This is an optimization exercise on Yosys and OpenROAD, whose aim is small area, a short achievable clock period and few clock cycles per item, not a production implementation. Only simulation tests tie the RTL to the original design; equivalence was not proved. Power is estimated from default activity; no workload was simulated.

<file path="design.v">
`timescale 1ns / 1ps
`default_nettype none
package ers_pkg;
  localparam int MAX_SEGMENTS = 32;
  localparam int COORD_BITS   = 12;
  localparam int SEG_CNT_W    = $clog2(MAX_SEGMENTS + 1);
  localparam int ELIM_BITS    = 2;
  localparam logic [1:0] FN_LOAD  = 2'd0;
  localparam logic [1:0] FN_QUERY = 2'd1;
  localparam logic [1:0] FN_CLEAR = 2'd2;
  localparam logic [2:0] STS_LOADED  = 3'd0;
  localparam logic [2:0] STS_FULL    = 3'd1;
  localparam logic [2:0] STS_CLEARED = 3'd2;
  localparam logic [2:0] STS_FOUND   = 3'd3;
  localparam logic [2:0] STS_NONE    = 3'd4;
endpackage
`default_nettype wire
`timescale 1ns / 1ps
`default_nettype none
module ers_less #(
  parameter int W = 12
) (
  input  wire logic [W-1:0] a_i,
  input  wire logic [W-1:0] b_i,
  output logic              lt_o    
);
  always_comb begin
    logic [15:0] lt, le;
    lt = '0;
    le = '1;
    for (int i = 0; i < W; i++) begin
      lt[i] = !a_i[i] && b_i[i];
      le[i] = !a_i[i] || b_i[i];
    end
    for (int n = 16; n > 1; n = n / 2) begin
      for (int i = 0; i < n / 2; i++) begin
        lt[i] = lt[2*i+1] || (le[2*i+1] && lt[2*i]);
        le[i] = lt[2*i+1] || (le[2*i+1] && le[2*i]);
      end
    end
    lt_o = lt[0];
  end
endmodule
`default_nettype wire
`timescale 1ns / 1ps
`default_nettype none
module ers_elim #(
  parameter int N  = 32,
  parameter int W  = 12,
  parameter int HI = 11,
  parameter int LO = 9
) (
  input  wire logic [4*N*W-1:0] pos_i,    
  input  wire logic [4*N-1:0]   msk_i,    
  output logic      [4*N-1:0]   msk_o,
  output logic      [4*(HI-LO+1)-1:0] bits_o   
);
  localparam int NB = HI - LO + 1;
  always_comb begin
    logic [N-1:0] m;
    logic [N-1:0] col [NB];
    logic [N-1:0] sel;
    logic [(1<<NB)-1:0] tr;
    logic [NB-1:0] d;
    bits_o = '0;
    for (int k = 0; k < 4; k++) begin
      m = msk_i[k*N +: N];
      for (int j = 0; j < NB; j++) begin
        for (int s = 0; s < N; s++) col[j][s] = pos_i[(k*N+s)*W + HI - j] ^ (k >= 2);
      end
      d = '0;
      for (int j = 0; j < NB; j++) begin
        tr = '0;
        for (int x = 0; x < (1 << j); x++) begin
          sel = m & col[j];
          for (int q = 0; q < j; q++) if ((x >> q) & 1) sel = sel & col[q];
          tr[x] = |sel;
        end
        d[j] = tr[d & ((1 << j) - 1)];
      end
      for (int j = 0; j < NB; j++) begin
        m = m & (col[j] | {N{!d[j]}});
        bits_o[k*NB + (HI - LO) - j] = d[j] ^ (k >= 2);
      end
      msk_o[k*N +: N] = m;
    end
  end
endmodule
`default_nettype wire
`timescale 1ns / 1ps
`default_nettype none
module enclosing_rectangle_search_core
(
  input  wire logic        clk_i,
  input  wire logic        rst_ni,
  input  wire logic        s_axis_tvalid,
  output logic             s_axis_tready,
  input  wire logic [63:0] s_axis_tdata,
  input  wire logic [1:0]  s_axis_tuser,
  output logic             m_axis_tvalid,
  input  wire logic        m_axis_tready,
  output logic [47:0]      m_axis_tdata,
  output logic [2:0]       m_axis_tuser
);
  localparam int N   = ers_pkg::MAX_SEGMENTS;
  localparam int W   = ers_pkg::COORD_BITS;
  localparam int CW  = ers_pkg::SEG_CNT_W;
  localparam int BPS = ers_pkg::ELIM_BITS;    
  localparam int NST = W / BPS;               
  logic [N-1:0]   r_val;
  logic [N*W-1:0] r_x1, r_x2, r_y1, r_y2;
  logic [W-1:0]   n_x1, n_x2, n_y1, n_y2;
  logic [CW-1:0]  count_q;
  logic        v0;
  logic [1:0]  f0;
  logic [60:0] d0;
  logic        adv;
  logic        go0;
  logic        full;
  localparam int NI  = 4;                     
  logic [NI-1:0] pin_q;      
  logic [NI-1:0] ent_ok;     
  logic [NI-1:0] ent;        
  logic        ins, clr;
  assign full = count_q[CW-1];    
  always_comb begin
    for (int k = 0; k < NI; k++)
      ent_ok[k] = !r_val[(k*(N/NI) + N-1) % N] && !pin_q[k];
  end
  assign go0  = v0 && adv && ((f0 != ers_pkg::FN_LOAD) || full || (|ent_ok));
  assign ins  = go0 && (f0 == ers_pkg::FN_LOAD) && !full;
  assign clr  = go0 && (f0 == ers_pkg::FN_CLEAR);
  logic        sk_v;
  logic [1:0]  sk_f;
  logic [60:0] sk_d;
  logic        free0;
  logic        acc;
  logic        rdy_q;    
  assign s_axis_tready = rdy_q;
  assign free0 = !v0 || go0;
  assign acc   = s_axis_tvalid && !sk_v && (s_axis_tuser != 2'd3);
  always_ff @(posedge clk_i or negedge rst_ni) begin
    if (!rst_ni) begin
      v0    <= 1'b0;
      sk_v  <= 1'b0;
      rdy_q <= 1'b1;
    end else if (free0) begin
      v0    <= sk_v || acc;
      sk_v  <= 1'b0;
      rdy_q <= 1'b1;
    end else begin
      sk_v  <= sk_v || acc;
      rdy_q <= !(sk_v || acc);
    end
  end
  always_ff @(posedge clk_i) begin
    if (free0) begin
      f0 <= sk_v ? sk_f : s_axis_tuser;
      d0 <= sk_v ? sk_d : s_axis_tdata[60:0];
    end
    if (!sk_v) begin
      sk_f <= s_axis_tuser;
      sk_d <= s_axis_tdata[60:0];
    end
  end
  assign n_x1 = d0[0] ? d0[12:1]  : d0[24:13];
  assign n_x2 = d0[0] ? d0[12:1]  : d0[36:25];
  assign n_y1 = d0[0] ? d0[24:13] : d0[12:1];
  assign n_y2 = d0[0] ? d0[36:25] : d0[12:1];
  always_comb begin
    logic taken;
    taken = 1'b0;
    for (int k = 0; k < NI; k++) begin
      ent[k] = ins && ent_ok[k] && !taken;
      taken  = taken || ent_ok[k];
    end
  end
  always_ff @(posedge clk_i) begin
    r_x1 <= {r_x1[(N-1)*W-1:0], r_x1[N*W-1 -: W]};
    r_x2 <= {r_x2[(N-1)*W-1:0], r_x2[N*W-1 -: W]};
    r_y1 <= {r_y1[(N-1)*W-1:0], r_y1[N*W-1 -: W]};
    r_y2 <= {r_y2[(N-1)*W-1:0], r_y2[N*W-1 -: W]};
    for (int k = 0; k < NI; k++) begin
      if (ent[k]) begin
        r_x1[k*(N/NI)*W +: W] <= n_x1;
        r_x2[k*(N/NI)*W +: W] <= n_x2;
        r_y1[k*(N/NI)*W +: W] <= n_y1;
        r_y2[k*(N/NI)*W +: W] <= n_y2;
      end
    end
  end
  always_ff @(posedge clk_i or negedge rst_ni) begin
    if (!rst_ni) begin
      r_val   <= '0;
      count_q <= '0;
    end else begin
      if (clr) begin
        r_val <= '0;
      end else begin
        r_val <= {r_val[N-2:0], r_val[N-1]};
        for (int k = 0; k < NI; k++) if (ent[k]) r_val[k*(N/NI)] <= 1'b1;
      end
      if (clr) begin
        count_q <= '0;
      end else if (ins) begin
        count_q <= count_q + CW'(1);
      end
    end
  end
  logic [W-1:0]   qx, qy;
  logic [4*N-1:0] cls;      
  assign qx = d0[48:37];
  assign qy = d0[60:49];
  logic [4*N-1:0] ccmp, cc;
  logic           cv, cq;
  logic [2:0]     cst;
  logic [4*N-1:0] lt_raw;
  genvar gs;
  generate
    for (gs = 0; gs < N; gs++) begin : g_cmp
      ers_less #(.W(W)) u_c1 (.a_i(r_x1[gs*W +: W]), .b_i(qx), .lt_o(lt_raw[0*N + gs]));
      ers_less #(.W(W)) u_c2 (.a_i(qx), .b_i(r_x2[gs*W +: W]), .lt_o(lt_raw[1*N + gs]));
      ers_less #(.W(W)) u_c3 (.a_i(r_y1[gs*W +: W]), .b_i(qy), .lt_o(lt_raw[2*N + gs]));
      ers_less #(.W(W)) u_c4 (.a_i(qy), .b_i(r_y2[gs*W +: W]), .lt_o(lt_raw[3*N + gs]));
    end
  endgenerate
  assign ccmp = {lt_raw[3*N +: N], lt_raw[2*N +: N],
                 lt_raw[1*N +: N] & r_val, lt_raw[0*N +: N] & r_val};
  always_comb begin
    for (int s = 0; s < N; s++) begin
      logic c1, c2, c3, c4;
      c1 = cc[0*N + s];
      c2 = cc[1*N + s];
      c3 = cc[2*N + s];
      c4 = cc[3*N + s];
      cls[0*N + s] = c1 && c3 && c4;    
      cls[1*N + s] = c1 && c2 && c3;    
      cls[2*N + s] = c2 && c3 && c4;    
      cls[3*N + s] = c1 && c2 && c4;    
    end
  end
  logic [NST:1]     sv;        
  logic [NST:1]     sq;        
  logic [2:0]       sst  [1:NST];
  logic [3:0]       sside[1:NST];
  logic [4*N-1:0]   smsk [1:NST];
  logic [4*W-1:0]   sres [1:NST];
  logic [4*N-1:0]   emsk [1:NST];
  logic [4*W-1:0]   eres [1:NST];
  function automatic logic [4*N-1:0] turn(input logic [4*N-1:0] m);
    for (int k = 0; k < 4; k++) turn[k*N +: N] = {m[k*N +: N-1], m[k*N + N-1]};
  endfunction
  logic [4*N-1:0] m1_in;
  logic           q0;
  logic [2:0]     st0;
  assign q0    = (f0 == ers_pkg::FN_QUERY);
  assign st0   = (f0 == ers_pkg::FN_CLEAR) ? ers_pkg::STS_CLEARED :
                 full ? ers_pkg::STS_FULL : ers_pkg::STS_LOADED;
  assign m1_in = cls;    
  always_ff @(posedge clk_i or negedge rst_ni) begin
    if (!rst_ni) begin
      cv <= 1'b0;
    end else if (adv) begin
      cv <= go0;
    end
  end
  always_ff @(posedge clk_i) begin
    if (adv) begin
      cq  <= q0;
      cst <= st0;
      cc  <= turn(ccmp);
    end else begin
      cc  <= turn(cc);
    end
  end
  genvar g;
  generate
    for (g = 1; g <= NST; g++) begin : g_st
      localparam int HI = W - 1 - (g - 1) * BPS;
      localparam int LO = HI - BPS + 1;
      logic [4*BPS-1:0] bits;
      ers_elim #(.N(N), .W(W), .HI(HI), .LO(LO)) u_elim (
        .pos_i  ({r_y2, r_x2, r_y1, r_x1}),
        .msk_i  (smsk[g]),
        .msk_o  (emsk[g]),
        .bits_o (bits)
      );
      always_comb begin
        eres[g] = sres[g];
        for (int k = 0; k < 4; k++) eres[g][k*W + LO +: BPS] = bits[k*BPS +: BPS];
      end
      always_ff @(posedge clk_i or negedge rst_ni) begin
        if (!rst_ni) begin
          sv[g] <= 1'b0;
        end else if (adv) begin
          if (g == 1) sv[g] <= cv;
          else        sv[g] <= sv[g-1];
        end
      end
      always_ff @(posedge clk_i) begin
        if (adv) begin
          if (g == 1) begin
            sq[g]    <= cq;
            sst[g]   <= cst;
            sside[g] <= '0;
            smsk[g]  <= turn(m1_in);
            sres[g]  <= '0;
          end else begin
            sq[g]    <= sq[g-1];
            sst[g]   <= sst[g-1];
            if (g == 2) begin
              for (int k = 0; k < 4; k++) sside[g][k] <= |smsk[1][k*N +: N];
            end else begin
              sside[g] <= sside[g-1];
            end
            smsk[g]  <= turn(emsk[g-1]);
            sres[g]  <= eres[g-1];
          end
        end else begin
          smsk[g] <= turn(smsk[g]);
        end
      end
    end
  endgenerate
  logic [NI-1:0] pin_d;
  always_comb begin
    for (int e = 0; e < NI; e++) begin
      pin_d[e] = 1'b0;
      for (int k = 0; k < 4; k++)
        pin_d[e] |= cv && cq && cls[k*N + (e*(N/NI) + N-2) % N];
      for (int g2 = 1; g2 <= NST; g2++) begin
        for (int k = 0; k < 4; k++)
          pin_d[e] |= sv[g2] && sq[g2] && smsk[g2][k*N + (e*(N/NI) + N-2) % N];
      end
    end
  end
  always_ff @(posedge clk_i or negedge rst_ni) begin
    if (!rst_ni) begin
      pin_q <= '0;
    end else begin
      pin_q <= pin_d;
    end
  end
  logic          found;
  logic [50:0]   fin;
  assign found = &sside[NST];
  assign fin   = !sq[NST] ? {sst[NST], 48'd0} :
                 found    ? {ers_pkg::STS_FOUND, eres[NST]} :
                            {ers_pkg::STS_NONE, 48'd0};
  logic        a_v, b_v;
  logic [50:0] a_d, b_d;
  logic        in_v, take;
  assign in_v = adv && sv[NST];
  assign take = a_v && m_axis_tready;
  assign adv  = !(a_v && b_v);
  always_ff @(posedge clk_i or negedge rst_ni) begin
    if (!rst_ni) begin
      a_v <= 1'b0;
      b_v <= 1'b0;
    end else if (!a_v || take) begin
      a_v <= b_v || in_v;
      b_v <= b_v && in_v;
    end else begin
      b_v <= b_v || in_v;
    end
  end
  always_ff @(posedge clk_i) begin
    if (!a_v || take) begin
      a_d <= b_v ? b_d : fin;
      b_d <= fin;
    end else if (!b_v) begin
      b_d <= fin;
    end
  end
  assign m_axis_tvalid = a_v;
  logic [50:0] out_d;
  assign out_d = a_d;
  assign m_axis_tuser = out_d[50:48];
  assign m_axis_tdata = out_d[47:0];
endmodule
`default_nettype wire
</file>
<file path="run.sh">
#!/bin/bash
# synth_recipe.tcl (not shown) runs the flow's synth.tcl, then flattens the netlist and writes it again
# the make line also repeats each setting of config.mk as NAME=value (left out here)
make -C /OpenROAD-flow-scripts/flow DESIGN_CONFIG=/design/flow/config.mk WORK_HOME=/design/flow/orfs CLKGATE_MAP_FILE= SYNTH_SCRIPT=/design/flow/synth_recipe.tcl finish
</file>
<file path="config.mk">
export PLATFORM = sky130hd
export DESIGN_NAME = enclosing_rectangle_search_core
export DESIGN_NICKNAME = enclosing_rectangle_search_core
export VERILOG_FILES = /design/flow/design.v
export SDC_FILE = /design/flow/constraint.sdc
export NUM_CORES = 4
export LEC_CHECK = 0
export CAP_MARGIN = 20
export CORE_MARGIN = 2
export CORE_UTILIZATION = 36
export CTS_CLUSTER_DIAMETER = 100
export CTS_CLUSTER_SIZE = 30
export PLACE_DENSITY = 0.45
export SETUP_SLACK_MARGIN = 2.5
export SLEW_MARGIN = 20
export SYNTH_HIERARCHICAL = 1
export SYNTH_MINIMUM_KEEP_SIZE = 0
</file>
<file path="constraint.sdc">
create_clock -name core_clock -period 5.0 [get_ports {clk_i}]
set_input_delay 1.0000 -clock core_clock [delete_from_list [all_inputs] [get_ports {clk_i}]]
set_output_delay 1.0000 -clock core_clock [all_outputs]
set_load 0.01 [all_outputs]
</file>
==> run notes, run 1 <==
Seq pwr share 0.510; standby leakage power just over 0.06 µW; Final min period 2.810 ns; Final Hold Viols 0; status no timing/DRC/antenna violations; core area 0.3554 mm²; critical path fanouts, max 33; switching share of total power 0.3745; setup TNS 0 ns; gr ovfl total 0; period utilisation layout 0.5621; Sink Count about 2900; syn_nets 14260; Max-Slew Margin vs Limit 0.2155; worst hold path type input port to async pin; Final HPWL DP roughly 530000 µm; post-layout util 0.4334; H-tree levels 4; YS warnings 31; worst-margin pin slew 1.169 ns; Vias 119600; Die Span Y 601.3 µm; total die area between 0.3 and 0.4 mm²; CP startpoint kind flop; Required @ worst endpoint approximately 5.5 ns; Fillers around 35000; maximum vdd drop roughly 320 µV; fmax 355.8 MHz; maxcap violations 0; Num CTS Buffers between 100 and 150; Max clock buf depth 4; pin count of the biggest net entering global routing around 180; Syn-to-layout area delta 19.92%; cell area power density about 370 mW/mm²; routed vias/inst 6.127; RSZ-0062 raised after global routing true; syn avg cell area between 9 and 10 µm²; NetSw between 20000 and 25000 µW; drt wl/cell roughly 37 µm; Clock Power Share 0.272; DRC errors left 0; GP Congestion between 0.9 and 1; row count approximately 220; Critical Path End Type flop; net total in the final layout approximately 15000; Total Routing Usage GR 0.3773; cell internal pwr about 36000 µW; vias in the first global route between 100k and 150k; first-pass GRT wire length 958800 µm; Final Skew ~0.041 ns; DRT antenna net count 0; Final setup viols 0; Mapped Cells roughly 14000; CTS tree done; Synth Cell Area ~0.13 mm²; Setup Crit Path Kind flop to flop; Design Power 57480 µW; Routed WL roughly 720000 µm; later-pin clock latency in the skew report approximately 0.96 ns; drt first pass iters 7; fraction of layout cells with a size suffix above 1 0.2134; CTS clk-pin slew, worst paths 0.12 ns; num ports roughly 120; Die Width between 600 and 700 µm; hold slack approximately 0.14 ns; initial antenna violation count 42; most common cell after layout, fill and taps aside nand2_1; Arrival @ worst endpoint between 3 and 4 ns; Clock Tree Root clkbuf_16; most frequent cells in the layout 2826 x nand2_1, 2106 x dfxtp_1, 1479 x inv_1; Initial Util 0.3614; part of the power in combinational logic 0.218; Final Max Slew Viols 0; Iteration-0 DRC Markers roughly 15000; Port Buffers about 120
worst max-delay path, stage by stage, from the launching register on:
cell and delay (ns):
dfxtp_4 0.50, inv_1 0.15, nor2_1 0.24, nor4_2 0.07, nand4_1 0.15, buf_4 0.13
buf_6 0.44, clkinvlp_4 0.61
power by group through the flow:
| stage | sequential [µW] | clock [µW] | combinational [µW] |
|---|---|---|---|
| after floorplan | 28100 | 0 | 5660 |
| after global placement | 29600 | 0 | 9780 |
| after detailed placement | 29600 | 0 | 9900 |
| after CTS | 29100 | 15800 | 11600 |
| after global routing | 29400 | 16500 | 13100 |
| final | 29300 | 15600 | 12500 |
registers in the layout, indices dropped and copies added (netlist names), 4 cells and up:
name,count
a_d,51
count_q,6
smsk,768
sside,20
d0,61
b_d,51
r_y1,384
r_val,32
sv,6
pin_q,4
cc,128
sres,120
r_x2,384
r_x1,384
r_y2,384
sst,12
sq,6
sk_d,61
worst paths after layout:
kind,depth (start not counted),end,startpoint,slack [ns]
worst max-delay path,7,sres[4][31],smsk[3][78],2.19
min in group core_clock,0,r_x2[48],r_x2[36],0.36
max in group asynchronous,1,sk_v,rst_ni,4.21
worst min register to register,0,r_x2[48],r_x2[36],0.36
worst max register to register,7,sres[4][31],smsk[3][78],2.19
worst min-delay path,1,r_val[5],rst_ni,0.14
per-layer routing:
metal	up-vias	share of wire	global-route usage
li1	51690	-	-
met1	60340	0.41	0.4901
met2	6041	0.44	0.5832
met3	1482	0.079	0.07046
met4	30	0.076	0.2230
met5	-	0.00031	0
metrics by stage:
| stage | setup slack, ns | cell area, µm² | std cells |
|---|---|---|---|
| after detailed placement | 1.475 | 136000 | 18850 |
| after global routing | 2.248 | 154000 | 19500 |
| after floorplan | 0.4203 | 128500 | 14190 |
| final | 2.190 | 154000 | 19520 |
| after global placement | 1.454 | 135900 | 18850 |
| after CTS | 2.235 | 149200 | 19350 |
what timing repair did:
item                                     CTS  global route
setup buffers                            183            94
endpoints found under the setup margin  1247           929
pin swaps                                164           295
cloned                                    50            27
resized for setup                       1467           712
hold buffers                               0             0
cell type report:
class,instances,area [µm²],share of cell area
multi-input combinational,9421,67490,0.4381
sequential,2875,61460,0.3990
timing repair buffer,651,8185,0.05314
tap,4751,5944,0.03859
inverter,1506,5718,0.03712
clock buffer,173,3944,0.02560
clock inverter,87,1139,0.007392
antenna,52,130.1,0.0008448
timing repair inverter,3,26.28,0.0001706
Testbench counts, summed over its fixed seeds: cycles 2,052, requests 1,968.
==> inputs of run 2 (changes only) <==
--- a/design.v
+++ b/design.v
@@ -289,23 +289,23 @@
         eres[g] = sres[g];
         for (int k = 0; k < 4; k++) eres[g][k*W + LO +: BPS] = bits[k*BPS +: BPS];
       end
-      always_ff @(posedge clk_i or negedge rst_ni) begin
-        if (!rst_ni) begin
-          sv[g] <= 1'b0;
-        end else if (adv) begin
-          if (g == 1) sv[g] <= cv;
-          else        sv[g] <= sv[g-1];
+      if (g == 1) begin : g_first
+        assign sv[g]    = cv;
+        assign sq[g]    = cq;
+        assign sst[g]   = cst;
+        assign sside[g] = '0;
+        assign smsk[g]  = m1_in;
+        assign sres[g]  = '0;
+      end else begin : g_reg
+        always_ff @(posedge clk_i or negedge rst_ni) begin
+          if (!rst_ni) begin
+            sv[g] <= 1'b0;
+          end else if (adv) begin
+            sv[g] <= sv[g-1];
+          end
         end
-      end
-      always_ff @(posedge clk_i) begin
-        if (adv) begin
-          if (g == 1) begin
-            sq[g]    <= cq;
-            sst[g]   <= cst;
-            sside[g] <= '0;
-            smsk[g]  <= turn(m1_in);
-            sres[g]  <= '0;
-          end else begin
+        always_ff @(posedge clk_i) begin
+          if (adv) begin
             sq[g]    <= sq[g-1];
             sst[g]   <= sst[g-1];
             if (g == 2) begin
@@ -315,9 +315,9 @@
             end
             smsk[g]  <= turn(emsk[g-1]);
             sres[g]  <= eres[g-1];
+          end else begin
+            smsk[g] <= turn(smsk[g]);
           end
-        end else begin
-          smsk[g] <= turn(smsk[g]);
         end
       end
     end
@@ -326,8 +326,6 @@
   always_comb begin
     for (int e = 0; e < NI; e++) begin
       pin_d[e] = 1'b0;
-      for (int k = 0; k < 4; k++)
-        pin_d[e] |= cv && cq && cls[k*N + (e*(N/NI) + N-2) % N];
       for (int g2 = 1; g2 <= NST; g2++) begin
         for (int k = 0; k < 4; k++)
           pin_d[e] |= sv[g2] && sq[g2] && smsk[g2][k*N + (e*(N/NI) + N-2) % N];
--- a/config.mk
+++ b/config.mk
@@ -7,11 +7,11 @@
 export LEC_CHECK = 0
 export CAP_MARGIN = 20
 export CORE_MARGIN = 2
-export CORE_UTILIZATION = 36
-export CTS_CLUSTER_DIAMETER = 100
-export CTS_CLUSTER_SIZE = 30
-export PLACE_DENSITY = 0.45
-export SETUP_SLACK_MARGIN = 2.5
+export CORE_UTILIZATION = 38
+export CTS_CLUSTER_DIAMETER = 80
+export CTS_CLUSTER_SIZE = 20
+export PLACE_DENSITY = 0.47
+export SETUP_SLACK_MARGIN = 2.3
 export SLEW_MARGIN = 20
 export SYNTH_HIERARCHICAL = 1
 export SYNTH_MINIMUM_KEEP_SIZE = 0
==> run notes, run 2 <==
initial antenna violation count 68; later-pin clock latency in the skew report between 0.9 and 1 ns; slowest stage delay, CP roughly 0.42 ns; CP startpoint kind flop; maxcap violations 0; Mapped Cells between 10000 and 15000; worst r2r path cells 9; cell internal pwr ~36000 µW; period utilisation layout 0.5668; critical path fanouts, max 17; NetSw 20820 µW; Max clock buf depth 4; CP max-delay cell a221oi_2; Final min period between 2 and 3 ns; Num CTS Buffers approximately 180; Final setup viols 0; Final Skew between 0.04 and 0.05 ns; Sink Count approximately 2700; GR peak layer met2; Final Hold Viols 0; r2r startpoint d0[42]; Top reg by flops smsk; Iteration-0 DRC Markers 15770; Final HPWL DP about 520000 µm; vias in the first global route approximately 110k; Seq pwr share 0.502; standby leakage power 0.05682 µW; Port Buffers ~120; Die Width just under 600 µm; GR Util met2 0.5720; YS warnings 31; Syn-to-layout area delta 15.27%; hold slack 0.2325 ns; Vias roughly 120k; status no timing/DRC/antenna violations; CTS tree done; H-tree levels 4; CP top delay family buffers and inverters; gr ovfl total 0; Routed WL 686100 µm; most common cell after layout, fill and taps aside nand2_1; Clock Tree Root clkbuf_16; maximum vdd drop 272.5 µV; fmax ~350 MHz; row count 210; syn_nets 14110; Total Routing Usage GR 0.3953; Post-Place Cell Area 0.1322 mm²; M3 GR Usage 0.09435; met1 Use GR 0.5397; num ports between 100 and 150; switching share of total power 0.3681; first-pass GRT wire length roughly 920000 µm; Synth Cell Area between 0.1 and 0.15 mm²; Final Max Slew Viols 0; Critical Path End Type flop; fraction of layout cells with a size suffix above 1 0.1668; drt wl/cell approximately 36 µm; setup TNS 0 ns; CTS clk-pin slew, worst paths 0.09 ns; RSZ-0062 raised after global routing true; drt first pass iters 6; Largest register FFs 640; worst hold path type input port to async pin; Max-Slew Margin vs Limit 0.1326; hold_buf cts 0; net total in the final layout around 14000; Clock Power Share 0.293; total die area 0.3333 mm²; routed vias/inst about 6.3; Required @ worst endpoint 5.84 ns; fin area around 0.14 mm²; endpoint of the worst register-to-register path cc[25]; Setup Crit Path Kind flop to flop; part of the power in combinational logic 0.205; pin count of the biggest net entering global routing ~160; most frequent cells in the layout 2926 x nand2_1, 2246 x dfxtp_1, 1484 x inv_1; syn avg cell area between 8 and 9 µm²; Die Span Y slightly below 600 µm; cell area power density a little under 400 mW/mm²; core area roughly 0.33 mm²; Fillers about 32000; worst-margin pin slew about 1.3 ns; R2R Setup Slk around 2.2 ns; DRC errors left 0; Design Power about 57000 µW; crit-path cells buf_4 > buf_16 > buf_4 > maj3_2 > maj3_2 > a221oi_2 > o21ai_2 > nand3_1 > nand2_1; DRT antenna net count 0; Initial Util 0.3818; GP Congestion between 1 and 1.5; Arrival @ worst endpoint between 3 and 4 ns; CP bufs+invs 3
## run 2: cell type report
type	instances	area, µm²	share of cell area
inverter	1507	5720	0.03974
clock inverter	68	755.7	0.005249
antenna	44	110.1	0.0007648
multi-input combinational	9427	63160	0.4387
timing repair inverter	1	8.758	0.00006084
clock buffer	246	5147	0.03576
tap	4346	5438	0.03777
timing repair buffer	484	5451	0.03787
sequential	2743	58170	0.4041
## run 2: worst max-delay path by stage
stage | startpoint | end | slack [ns] | cells past startpoint
floorplan | d0[41] | cc[10] | 0.44 | 7
global placement | smsk[4][36] | sres[5][16] | 1.40 | 7
detailed placement | smsk[4][36] | sres[5][16] | 1.42 | 7
CTS | d0[41] | cc[4] | 2.26 | 10
global route | cc[75] | smsk[2][75] | 2.13 | 11
finish | d0[42] | cc[25] | 2.17 | 9
## run 2: repair_timing
action                     in CTS  in global routing
gates cloned                   25                 11
pin swaps                      60                 63
setup endpoints to repair    1129                700
setup buffers                 116                 32
resized for setup             496                426
## run 2: metrics by stage
step                worst slack, ns    util  instances
CTS                           2.260  0.4332      18780
global placement              1.405  0.4040      18320
floorplan                    0.4364       -      14040
finish                        2.166  0.4401      18870
global route                  2.133  0.4398      18840
detailed placement            1.417  0.4041      18320
## run 2: power groups by stage
stage	logic, µW	registers, µW	clock network, µW
floorplan	5760	27200	0
CTS	11000	28100	16700
global placement	10200	28700	0
finish	11600	28400	16600
global route	12100	28500	17500
detailed placement	10300	28700	0
## run 2: metal layers
layer	share of wire	vias up	wire, µm
li1	-	50820	-
met1	0.42	58890	287600
met2	0.41	6843	281600
met3	0.10	1412	71410
met4	0.066	42	45170
met5	0.00039	-	266
Testbench counts of run 2, summed over its fixed seeds: cycles 2,042, requests 1,968.

-- separate check: timing with driven ports --
No port has a modelled driver above. Below, the same layouts with a new extraction and two added sets of constraints. Step 1 assumes that a clkbuf_16 drives the clock port and a buf_2 every other input. Step 2, shift: input delay + t, output delay - t, t = (earliest + latest rising clock arrival at the registers) / 2. This alone moves slack from input paths to output paths. a / b / c = ideal ports / drivers / drivers and shift; a / b = the first two.
| run | t, ns | setup WS [ns] | worst setup path at the end | latest minus earliest clock arrival (ns) | cell pins on the clock port's net |
|---|---|---|---|---|---|
| run 1 | 1.047 | 2.190 / 2.177 / 1.920 | input to register | 0.043 / 0.042 | 1 |
| run 2 | 1.047 | 2.166 / 2.166 / 1.989 | input to register | 0.049 / 0.049 | 1 |
After both steps every run listed still meets setup and hold. The setup slack of run 1, which loses most, moves by -0.013 ns with the drivers and by -0.270 ns with both steps.
